Background: an optimization exercise with open tools, aiming at small area. Do not read the settings as production practice.
Function was checked by simulation only, so behaviour that the tests miss may differ from the original.
Power and IR drop assume default switching activity.

### flow/run.sh
#!/bin/bash
# synth_recipe.tcl (not shown) runs the flow's synth.tcl, then flattens the netlist and writes it again
# the make line also repeats each setting of config.mk as NAME=value (left out here)
make -C /OpenROAD-flow-scripts/flow DESIGN_CONFIG=/design/flow/config.mk WORK_HOME=/design/flow/orfs CLKGATE_MAP_FILE= SYNTH_SCRIPT=/design/flow/synth_recipe.tcl finish
### flow/config.mk
export PLATFORM = sky130hd
export DESIGN_NAME = rv_lite_core
export DESIGN_NICKNAME = rv_lite_core
export VERILOG_FILES = /design/flow/design.v
export SDC_FILE = /design/flow/constraint.sdc
export NUM_CORES = 4
export LEC_CHECK = 0
export CAP_MARGIN = 20
export CORE_MARGIN = 2
export CORE_UTILIZATION = 40
export PLACE_DENSITY = 0.6
export SETUP_SLACK_MARGIN = 0.5
export SLEW_MARGIN = 20
### flow/constraint.sdc
create_clock -name core_clock -period 10.0 [get_ports {clk}]
set_input_delay 2.0000 -clock core_clock [delete_from_list [all_inputs] [get_ports {clk}]]
set_output_delay 2.0000 -clock core_clock [all_outputs]
set_load 0.01 [all_outputs]
### flow/design.v
`default_nettype none
package rv_lite_pkg;
  parameter int XLEN = 32;
  typedef logic [XLEN-1:0] word_t;
  typedef enum logic [6:0] {
    OP      = 7'b0110011,
    OP_IMM  = 7'b0010011,
    LUI     = 7'b0110111,
    AUIPC   = 7'b0010111,
    JAL     = 7'b1101111,
    JALR    = 7'b1100111,
    BRANCH  = 7'b1100011,
    LOAD    = 7'b0000011,
    STORE   = 7'b0100011,
    ILLEGAL = 7'b0000000    
  } opcode_t;
  typedef enum logic [3:0] {
    ALU_ADD   = 4'd0,
    ALU_SUB   = 4'd1,
    ALU_SLL   = 4'd2,
    ALU_SLT   = 4'd3,
    ALU_SLTU  = 4'd4,
    ALU_XOR   = 4'd5,
    ALU_SRL   = 4'd6,
    ALU_SRA   = 4'd7,
    ALU_OR    = 4'd8,
    ALU_AND   = 4'd9,
    ALU_PASSB = 4'd10    
  } alu_op_t;
  typedef enum logic [1:0] {
    MS_BYTE = 2'd0,
    MS_HALF = 2'd1,
    MS_WORD = 2'd2
  } mem_size_t;
  typedef enum logic [1:0] {
    ST_FETCH = 2'd0,
    ST_EXEC  = 2'd1,
    ST_MEM   = 2'd2
  } state_t;
endpackage
`default_nettype wire
`default_nettype none
module rv_lite_ctrl
#(
  parameter logic [31:0] RESET_PC = '0
) (
  input  logic    clk,
  input  logic    xreset,
  output logic    o_imem_valid,
  output rv_lite_pkg::word_t   o_imem_addr,
  input  logic    i_imem_ready,
  input  rv_lite_pkg::word_t   i_imem_rdata,
  output logic    o_dmem_valid,
  output logic    o_dmem_we,
  output rv_lite_pkg::word_t   o_dmem_addr,
  input  logic    i_dmem_ready,
  output rv_lite_pkg::word_t   o_ir,
  input  rv_lite_pkg::opcode_t i_opcode,
  input  rv_lite_pkg::word_t   i_imm,
  input  rv_lite_pkg::word_t   i_rs1_data,
  input  rv_lite_pkg::word_t   i_rs2_data,
  input  rv_lite_pkg::word_t   i_alu_result,
  input  logic    i_branch_taken,
  input  rv_lite_pkg::word_t   i_load_data,
  output rv_lite_pkg::word_t   o_alu_a,
  output rv_lite_pkg::word_t   o_alu_b,
  output logic    o_rd_we,
  output rv_lite_pkg::word_t   o_rd_data
);
  rv_lite_pkg::state_t state;
  logic   run;         
  rv_lite_pkg::word_t  pc;
  rv_lite_pkg::word_t  ir;
  rv_lite_pkg::word_t  pc_plus4;
  rv_lite_pkg::word_t  pc_target;
  rv_lite_pkg::word_t  next_pc;
  logic   imem_hs;
  logic   dmem_hs;
  logic   is_mem;
  logic   is_link;
  assign imem_hs = o_imem_valid && i_imem_ready;
  assign dmem_hs = o_dmem_valid && i_dmem_ready;
  assign is_mem  = (i_opcode == rv_lite_pkg::LOAD) || (i_opcode == rv_lite_pkg::STORE);
  assign is_link = (i_opcode == rv_lite_pkg::JAL) || (i_opcode == rv_lite_pkg::JALR);
  assign o_imem_valid = run && (state == rv_lite_pkg::ST_FETCH);
  assign o_imem_addr  = pc;
  assign o_dmem_valid = (state == rv_lite_pkg::ST_MEM);
  assign o_dmem_we    = o_dmem_valid && (i_opcode == rv_lite_pkg::STORE);
  assign o_dmem_addr  = i_alu_result;    
  assign o_ir         = ir;
  assign o_alu_a = (i_opcode == rv_lite_pkg::AUIPC || i_opcode == rv_lite_pkg::JAL) ? pc : i_rs1_data;
  assign o_alu_b = (i_opcode == rv_lite_pkg::OP || i_opcode == rv_lite_pkg::BRANCH) ? i_rs2_data : i_imm;
  assign pc_plus4  = pc + 32'd4;
  assign pc_target = pc + i_imm;
  always_comb begin
    case (i_opcode)
      rv_lite_pkg::JAL:     next_pc = pc_target;
      rv_lite_pkg::JALR:    next_pc = {i_alu_result[rv_lite_pkg::XLEN-1:1], 1'b0};
      rv_lite_pkg::BRANCH:  next_pc = i_branch_taken ? pc_target : pc_plus4;
      default: next_pc = pc_plus4;    
    endcase
  end
  always_comb begin
    case (state)
      rv_lite_pkg::ST_EXEC: o_rd_we = (i_opcode == rv_lite_pkg::OP)  || (i_opcode == rv_lite_pkg::OP_IMM) ||
                           (i_opcode == rv_lite_pkg::LUI) || (i_opcode == rv_lite_pkg::AUIPC)  ||
                           (i_opcode == rv_lite_pkg::JAL) || (i_opcode == rv_lite_pkg::JALR);
      rv_lite_pkg::ST_MEM:  o_rd_we = dmem_hs && (i_opcode == rv_lite_pkg::LOAD);
      default: o_rd_we = 1'b0;
    endcase
    if (is_link)
      o_rd_data = pc_plus4;
    else if (i_opcode == rv_lite_pkg::LOAD)
      o_rd_data = i_load_data;
    else
      o_rd_data = i_alu_result;
  end
  always_ff @(posedge clk) begin
    if (!xreset) begin
      state <= rv_lite_pkg::ST_FETCH;
      run   <= 1'b0;
      pc    <= RESET_PC;
    end else begin
      run <= 1'b1;
      case (state)
        rv_lite_pkg::ST_FETCH: if (imem_hs) state <= rv_lite_pkg::ST_EXEC;
        rv_lite_pkg::ST_EXEC: begin
          pc    <= next_pc;    
          state <= is_mem ? rv_lite_pkg::ST_MEM : rv_lite_pkg::ST_FETCH;
        end
        rv_lite_pkg::ST_MEM:   if (dmem_hs) state <= rv_lite_pkg::ST_FETCH;
        default:  state <= rv_lite_pkg::ST_FETCH;
      endcase
    end
  end
  always_ff @(posedge clk) begin
    if (imem_hs)
      ir <= i_imem_rdata;
  end
endmodule
`default_nettype wire
`default_nettype none
module rv_lite_decode
(
  input  rv_lite_pkg::word_t     i_ir,
  output rv_lite_pkg::opcode_t   o_opcode,
  output rv_lite_pkg::alu_op_t   o_alu_op,
  output rv_lite_pkg::mem_size_t o_size,
  output logic      o_load_unsigned,
  output logic [4:0] o_rs1_addr,
  output logic [4:0] o_rs2_addr,
  output logic [4:0] o_rd_addr,
  output rv_lite_pkg::word_t     o_imm
);
  logic [2:0] funct3;
  logic       funct7_5;    
  assign funct3   = i_ir[14:12];
  assign funct7_5 = i_ir[30];
  assign o_rs1_addr = i_ir[19:15];
  assign o_rs2_addr = i_ir[24:20];
  assign o_rd_addr  = i_ir[11:7];
  assign o_load_unsigned = funct3[2];    
  assign o_size = (funct3[1:0] == 2'd0) ? rv_lite_pkg::MS_BYTE :
                  (funct3[1:0] == 2'd1) ? rv_lite_pkg::MS_HALF : rv_lite_pkg::MS_WORD;
  always_comb begin
    case (i_ir[6:0])
      rv_lite_pkg::OP, rv_lite_pkg::OP_IMM, rv_lite_pkg::LUI, rv_lite_pkg::AUIPC, rv_lite_pkg::JAL, rv_lite_pkg::JALR, rv_lite_pkg::BRANCH, rv_lite_pkg::LOAD, rv_lite_pkg::STORE:
        o_opcode = rv_lite_pkg::opcode_t'(i_ir[6:0]);
      default:
        o_opcode = rv_lite_pkg::ILLEGAL;
    endcase
  end
  always_comb begin
    case (o_opcode)
      rv_lite_pkg::OP, rv_lite_pkg::OP_IMM: begin
        case (funct3)
          3'd0:    o_alu_op = (o_opcode == rv_lite_pkg::OP && funct7_5) ? rv_lite_pkg::ALU_SUB : rv_lite_pkg::ALU_ADD;
          3'd1:    o_alu_op = rv_lite_pkg::ALU_SLL;
          3'd2:    o_alu_op = rv_lite_pkg::ALU_SLT;
          3'd3:    o_alu_op = rv_lite_pkg::ALU_SLTU;
          3'd4:    o_alu_op = rv_lite_pkg::ALU_XOR;
          3'd5:    o_alu_op = funct7_5 ? rv_lite_pkg::ALU_SRA : rv_lite_pkg::ALU_SRL;
          3'd6:    o_alu_op = rv_lite_pkg::ALU_OR;
          default: o_alu_op = rv_lite_pkg::ALU_AND;
        endcase
      end
      rv_lite_pkg::LUI:     o_alu_op = rv_lite_pkg::ALU_PASSB;
      rv_lite_pkg::BRANCH:  o_alu_op = rv_lite_pkg::ALU_SUB;    
      default: o_alu_op = rv_lite_pkg::ALU_ADD;    
    endcase
  end
  always_comb begin
    case (o_opcode)
      rv_lite_pkg::OP_IMM, rv_lite_pkg::JALR, rv_lite_pkg::LOAD:
        o_imm = {{20{i_ir[31]}}, i_ir[31:20]};
      rv_lite_pkg::STORE:
        o_imm = {{20{i_ir[31]}}, i_ir[31:25], i_ir[11:7]};
      rv_lite_pkg::BRANCH:
        o_imm = {{19{i_ir[31]}}, i_ir[31], i_ir[7], i_ir[30:25], i_ir[11:8], 1'b0};
      rv_lite_pkg::LUI, rv_lite_pkg::AUIPC:
        o_imm = {i_ir[31:12], 12'h000};
      rv_lite_pkg::JAL:
        o_imm = {{11{i_ir[31]}}, i_ir[31], i_ir[19:12], i_ir[20], i_ir[30:21], 1'b0};
      default:
        o_imm = '0;    
    endcase
  end
endmodule
`default_nettype wire
`default_nettype none
module rv_lite_regfile
#(
  parameter int NREGS = 16
) (
  input  logic       clk,
  input  logic [4:0] i_rs1_addr,
  input  logic [4:0] i_rs2_addr,
  output rv_lite_pkg::word_t      o_rs1_data,
  output rv_lite_pkg::word_t      o_rs2_data,
  input  logic       i_we,
  input  logic [4:0] i_rd_addr,
  input  rv_lite_pkg::word_t      i_rd_data
);
  localparam int AW = $clog2(NREGS);
  rv_lite_pkg::word_t regs [NREGS];
  assign o_rs1_data = (i_rs1_addr[AW-1:0] == '0) ? '0 : regs[i_rs1_addr[AW-1:0]];
  assign o_rs2_data = (i_rs2_addr[AW-1:0] == '0) ? '0 : regs[i_rs2_addr[AW-1:0]];
  always_ff @(posedge clk) begin
    if (i_we && (i_rd_addr[AW-1:0] != '0))
      regs[i_rd_addr[AW-1:0]] <= i_rd_data;
  end
endmodule
`default_nettype wire
`default_nettype none
module rv_lite_alu
(
  input  rv_lite_pkg::alu_op_t    i_alu_op,
  input  logic [2:0] i_funct3_branch,
  input  rv_lite_pkg::word_t      i_a,
  input  rv_lite_pkg::word_t      i_b,
  output rv_lite_pkg::word_t      o_result,
  output logic       o_branch_taken
);
  logic [4:0] shamt;
  logic       eq;
  logic       lt;     
  logic       ltu;
  assign shamt = i_b[4:0];
  assign eq    = (i_a == i_b);
  assign lt    = ($signed(i_a) < $signed(i_b));
  assign ltu   = (i_a < i_b);
  always_comb begin
    case (i_alu_op)
      rv_lite_pkg::ALU_ADD:   o_result = i_a + i_b;
      rv_lite_pkg::ALU_SUB:   o_result = i_a - i_b;
      rv_lite_pkg::ALU_SLL:   o_result = i_a << shamt;
      rv_lite_pkg::ALU_SLT:   o_result = {{(rv_lite_pkg::XLEN-1){1'b0}}, lt};
      rv_lite_pkg::ALU_SLTU:  o_result = {{(rv_lite_pkg::XLEN-1){1'b0}}, ltu};
      rv_lite_pkg::ALU_XOR:   o_result = i_a ^ i_b;
      rv_lite_pkg::ALU_SRL:   o_result = i_a >> shamt;
      rv_lite_pkg::ALU_SRA:   o_result = rv_lite_pkg::word_t'($signed(i_a) >>> shamt);
      rv_lite_pkg::ALU_OR:    o_result = i_a | i_b;
      rv_lite_pkg::ALU_AND:   o_result = i_a & i_b;
      rv_lite_pkg::ALU_PASSB: o_result = i_b;
      default:   o_result = '0;
    endcase
  end
  always_comb begin
    case (i_funct3_branch)
      3'd0:    o_branch_taken = eq;      
      3'd1:    o_branch_taken = !eq;     
      3'd4:    o_branch_taken = lt;      
      3'd5:    o_branch_taken = !lt;     
      3'd6:    o_branch_taken = ltu;     
      3'd7:    o_branch_taken = !ltu;    
      default: o_branch_taken = 1'b0;
    endcase
  end
endmodule
`default_nettype wire
`default_nettype none
module rv_lite_lsu
(
  input  logic [1:0] i_addr_lo,
  input  rv_lite_pkg::mem_size_t  i_size,
  input  logic       i_load_unsigned,
  input  rv_lite_pkg::word_t      i_store_data,
  output rv_lite_pkg::word_t      o_dmem_wdata,
  output logic [3:0] o_dmem_strb,
  input  rv_lite_pkg::word_t      i_dmem_rdata,
  output rv_lite_pkg::word_t      o_load_data
);
  logic [7:0]  rd_byte;
  logic [15:0] rd_half;
  always_comb begin
    case (i_size)
      rv_lite_pkg::MS_BYTE: begin
        o_dmem_wdata = {4{i_store_data[7:0]}};
        o_dmem_strb  = 4'b0001 << i_addr_lo;
      end
      rv_lite_pkg::MS_HALF: begin
        o_dmem_wdata = {2{i_store_data[15:0]}};
        o_dmem_strb  = i_addr_lo[1] ? 4'b1100 : 4'b0011;
      end
      default: begin
        o_dmem_wdata = i_store_data;
        o_dmem_strb  = 4'b1111;
      end
    endcase
  end
  always_comb begin
    case (i_addr_lo)
      2'd0:    rd_byte = i_dmem_rdata[7:0];
      2'd1:    rd_byte = i_dmem_rdata[15:8];
      2'd2:    rd_byte = i_dmem_rdata[23:16];
      default: rd_byte = i_dmem_rdata[31:24];
    endcase
  end
  assign rd_half = i_addr_lo[1] ? i_dmem_rdata[31:16] : i_dmem_rdata[15:0];
  always_comb begin
    case (i_size)
      rv_lite_pkg::MS_BYTE: o_load_data = {{24{rd_byte[7] & !i_load_unsigned}}, rd_byte};
      rv_lite_pkg::MS_HALF: o_load_data = {{16{rd_half[15] & !i_load_unsigned}}, rd_half};
      default: o_load_data = i_dmem_rdata;
    endcase
  end
endmodule
`default_nettype wire
`default_nettype none
module rv_lite_core
#(
  parameter int    NREGS    = 16,
  parameter logic [31:0] RESET_PC = '0
) (
  input  logic       clk,
  input  logic       xreset,
  output logic       o_imem_valid,
  output rv_lite_pkg::word_t      o_imem_addr,
  input  logic       i_imem_ready,
  input  rv_lite_pkg::word_t      i_imem_rdata,
  output logic       o_dmem_valid,
  output logic       o_dmem_we,
  output rv_lite_pkg::word_t      o_dmem_addr,
  output rv_lite_pkg::word_t      o_dmem_wdata,
  output logic [3:0] o_dmem_strb,
  input  logic       i_dmem_ready,
  input  rv_lite_pkg::word_t      i_dmem_rdata
);
  rv_lite_pkg::word_t      ir;
  rv_lite_pkg::opcode_t    opcode;
  rv_lite_pkg::alu_op_t    alu_op;
  rv_lite_pkg::mem_size_t  size;
  logic       load_unsigned;
  logic [4:0] rs1_addr;
  logic [4:0] rs2_addr;
  logic [4:0] rd_addr;
  rv_lite_pkg::word_t      imm;
  rv_lite_pkg::word_t      rs1_data;
  rv_lite_pkg::word_t      rs2_data;
  rv_lite_pkg::word_t      alu_a;
  rv_lite_pkg::word_t      alu_b;
  rv_lite_pkg::word_t      alu_result;
  logic       branch_taken;
  rv_lite_pkg::word_t      load_data;
  logic       rd_we;
  rv_lite_pkg::word_t      rd_data;
  logic [3:0] lsu_strb;
  assign o_dmem_strb = lsu_strb & {4{o_dmem_we}};    
  rv_lite_ctrl #(.RESET_PC(RESET_PC)) u_ctrl (
    .clk            (clk),            .xreset        (xreset),
    .o_imem_valid   (o_imem_valid),   .o_imem_addr   (o_imem_addr),
    .i_imem_ready   (i_imem_ready),   .i_imem_rdata  (i_imem_rdata),
    .o_dmem_valid   (o_dmem_valid),   .o_dmem_we     (o_dmem_we),
    .o_dmem_addr    (o_dmem_addr),    .i_dmem_ready  (i_dmem_ready),
    .o_ir           (ir),             .i_opcode      (opcode),
    .i_imm          (imm),            .i_rs1_data    (rs1_data),
    .i_rs2_data     (rs2_data),       .i_alu_result  (alu_result),
    .i_branch_taken (branch_taken),   .i_load_data   (load_data),
    .o_alu_a        (alu_a),          .o_alu_b       (alu_b),
    .o_rd_we        (rd_we),          .o_rd_data     (rd_data)
  );
  rv_lite_decode u_decode (
    .i_ir (ir),             .o_opcode (opcode),       .o_alu_op (alu_op),
    .o_size (size),         .o_load_unsigned (load_unsigned),
    .o_rs1_addr (rs1_addr), .o_rs2_addr (rs2_addr),   .o_rd_addr (rd_addr),
    .o_imm (imm)
  );
  rv_lite_regfile #(.NREGS(NREGS)) u_regfile (
    .clk        (clk),
    .i_rs1_addr (rs1_addr), .i_rs2_addr (rs2_addr),
    .o_rs1_data (rs1_data), .o_rs2_data (rs2_data),
    .i_we       (rd_we),    .i_rd_addr  (rd_addr),  .i_rd_data (rd_data)
  );
  rv_lite_alu u_alu (
    .i_alu_op (alu_op), .i_funct3_branch (ir[14:12]),
    .i_a (alu_a),       .i_b (alu_b),
    .o_result (alu_result), .o_branch_taken (branch_taken)
  );
  rv_lite_lsu u_lsu (
    .i_addr_lo    (alu_result[1:0]), .i_size       (size),
    .i_load_unsigned (load_unsigned), .i_store_data (rs2_data),
    .o_dmem_wdata (o_dmem_wdata),    .o_dmem_strb  (lsu_strb),
    .i_dmem_rdata (i_dmem_rdata),    .o_load_data  (load_data)
  );
endmodule
`default_nettype wire
==> flow_summary_export.csv <==
group,metric,value,unit
cts,clock_path_buffers,3,
timing,rsz0062_at_grt,"no",
timing,worst_pin_slew,1.31,ns
global_routing,grt_start_max_net_pins,68,
timing,relSlewSlack,0.116,
drt,wl_per_cell,35.8,um
status,outcome,"complete, no violations",
global_routing,grt_overflow,0,
final_layout,finalNetCount,3901,
cts,cts_root_buf,"clkbuf_16",
drt,wl_met1,69.2,mm
critical_path,crit_path_max_fanout,11,
drt,drc,0,
critical_path,critical_path_arrival,7.37,ns
synthesis,yosysUniqueCellTypes,97,
drt,wl_met3,21.9,mm
timing,setup_viol,0,
global_routing,grt_pass1_vias,32100,
critical_path,critPathCaptureType,"output pin",
cts,cts.sinks,587,
critical_path,critPathKind,"reg2out",
cts,h-tree-depth,3,
die,rows,116,
cts,cts_buffers,66,
synthesis,ys_seq_elements,587,
global_routing,grt_usage,0.343,
synthesis,avgSynthCellArea,11.5,um^2
place,dp_hpwl,134,mm
drt,via_per_inst,6.84,
timing,setup_tns,0,ns
final_layout,syn_to_final_growth,16.3,%
timing,min_period,9.37,ns
synthesis,synthFlopType,"edfxtp_1",
synthesis,netlist_instances,3483,
drt,wl_met2,78.2,mm
power_and_ir_drop,p_leak,17.0,nW
global_routing,grt_pass1_wl,249,mm
final_layout,layout_common_cells,"edfxtp_1 (544), mux4_2 (275), nand2_1 (267)",
synthesis,yosys_warnings,5,
die,ios,171,
place,port_buffers,170,
timing,slew_violations,0,
timing,fmax,0.107,GHz
die,die_x,321,um
synthesis,synth_edf_count,544,
synthesis,ys_seq_area_frac,0.429,
drt,routed_wl,181,mm
critical_path,critPathRequiredTime,8.00,ns
global_routing,antenna_found_initial,6,
power_and_ir_drop,power_density,156,nW/um^2
final_layout,final_common_cell,"edfxtp_1",
place,globalplace.congestion,1.10,
synthesis,synthArstFlopShare,0,
drt,ant_nets,0,
drt,vias,34500,
timing,fin_worst_skew,0.0467,ns
drt,drt_iter0_markers,6479,
die,initial_core_util,0.402,
final_layout,drive_above_1_share,0.203,
job,max_cap_viol_count,0,
timing,hold_violations,0,
final_layout,utilization,0.468,
final_layout,nFillCells,8993,
cts,clk_pin_slew,0.06,ns
synthesis,syn_area,40100,um^2
drt,firstDrtPassIters,9,
critical_path,startpoint_type,"flip-flop",
power_and_ir_drop,ir_drop,0.119,mV
cts,clk_latency,0.64,ns
final_layout,multi_input_area,21800,um^2
drt,top_layer,"met5",
timing,fin_crit_sh,0.937,
die,fp.dieH,321,um
cts,cts_tree,"done",
die,coreArea,99700,um^2
final_layout,regArea,17200,um^2
die,dieArea,103000,um^2
critical_path,r2r_slack,2.21,ns
hold_path,hp-class,"reg2reg",
## cells by family after synthesis
kind of cell             share of synthesized area
flip-flops                                   0.429
AO/OA/AOI/OAI                                0.159
buffers and inverters                       0.0388
other                                    0.0000935
XOR/XNOR                                    0.0153
adder cells (fa/ha/maj)                     0.0427
multiplexers                                 0.221
AND/OR/NAND/NOR                             0.0943
## where the power goes
part,switching [mW],leakage (nW),internal [mW]
Sequential,0.0750,5.30,2.82
Clock,1.04,1.02,1.35
Combinational,1.27,10.7,0.730
Total,2.39,17.0,4.90
## flip-flops by register name, summed over array words and instances, names as in the netlist, named ones only
register / cells
u_ctrl.run: 1
u_ctrl.state: 2
u_ctrl.ir: 32
u_regfile.regs: 512
u_ctrl.pc: 32
## synth_stat cells, types with 63 or more instances
cell / instances / area share
a21oi_1: 225 / 0.028
clkbuf_1: 174 / 0.016
edfxtp_1: 544 / 0.41
ha_1: 132 / 0.041
inv_1: 137 / 0.013
mux2_2: 96 / 0.027
mux2i_1: 154 / 0.038
mux4_2: 275 / 0.15
nand2_1: 267 / 0.025
nand3_1: 63 / 0.0079
nor2_1: 278 / 0.026
o21ai_0: 184 / 0.023
## layer usage
| layer | global-route usage | vias up |
|---|---|---|
| li1 | - | 14100 |
| met1 | 0.456 | 17300 |
| met2 | 0.510 | 2571 |
| met3 | 0.0939 | 511 |
| met4 | 0.183 | 6 |
| met5 | 0 | - |
## cell type report
type / instances / share of cell area
tap: 1298 / 0.0348
timing repair buffer: 366 / 0.0714
inverter: 143 / 0.0115
sequential: 587 / 0.369
clock buffer: 79 / 0.0369
antenna: 2 / 0.000107
multi-input combinational: 2534 / 0.468
clock inverter: 38 / 0.00824
## critical path, cell delays in order, from the launching register on
cell,delay (ns)
dfxtp_4,0.48
buf_12,0.15
buf_4,0.24
mux4_2,0.52
mux4_2,0.57
nand2_1,0.15
o21ai_0,0.31
ha_1,0.61
inv_1,0.21
a21oi_1,0.56
a21oi_1,0.17
or4_1,0.63
o211a_1,0.25
a32oi_1,0.28
o221ai_2,0.22
nor2_2,0.18
buf_4,0.24
nor2_1,0.06
nor2_1,0.32
nor2_1,0.08
clkdlybuf4s50_1,0.51
## what timing repair did
item	CTS	global route
endpoints found under the setup margin	14	19
setup buffers	8	9
pin swaps	0	2
hold buffers	0	0
resized for setup	8	20
gates cloned	0	1
## stage by stage
step | instance area, um^2 | hold slack (ns) | setup WS [ns] | cells | power (mW)
floorplan | 40200 | 0.501 | 1.24 | 3514 | 3.95
global placement | 44200 | 0.617 | 0.906 | 4908 | 4.84
detailed placement | 44200 | 0.631 | 0.844 | 4909 | 4.83
CTS | 46400 | 0.649 | 0.499 | 5034 | 7.22
global route | 46600 | 0.682 | 0.539 | 5045 | 7.48
finish | 46600 | 0.645 | 0.629 | 5047 | 7.30
## path summary, 6_finish.rpt
path / from / to / cells past startpoint
min reg2reg: u_ctrl.state[0] / u_ctrl.state[0] / 3
max reg2reg: flip-flop / u_regfile.regs[0][20] / 22
max: flip-flop / o_dmem_strb[1] / 20
min: u_ctrl.state[0] / u_ctrl.state[0] / 3

what the ideal ports hide:
Ports are ideal in the flow. The routed layout listed here was re-timed in OpenROAD.
Step 1 sets driving cells, clkbuf_16 on the clock port and buf_2 on the other inputs (assumed; they add their load-dependent delay and slew).
Step 2, shift: input delay + t, output delay - t, t = (earliest + latest rising clock arrival at the registers) / 2. This alone moves slack from input paths to output paths.
Slacks: ideal ports / drivers / drivers and shift; pairs: ideal ports / drivers.
t (ns): 0.686
setup slack, ns: 0.629 / 0.564 / 1.251
hold slack, ns: 0.645 / 0.645 / 0.645
After both steps setup and hold are still met in this run. For this run, drivers alone change the setup slack by -0.065 ns; drivers and shift together by +0.622 ns.
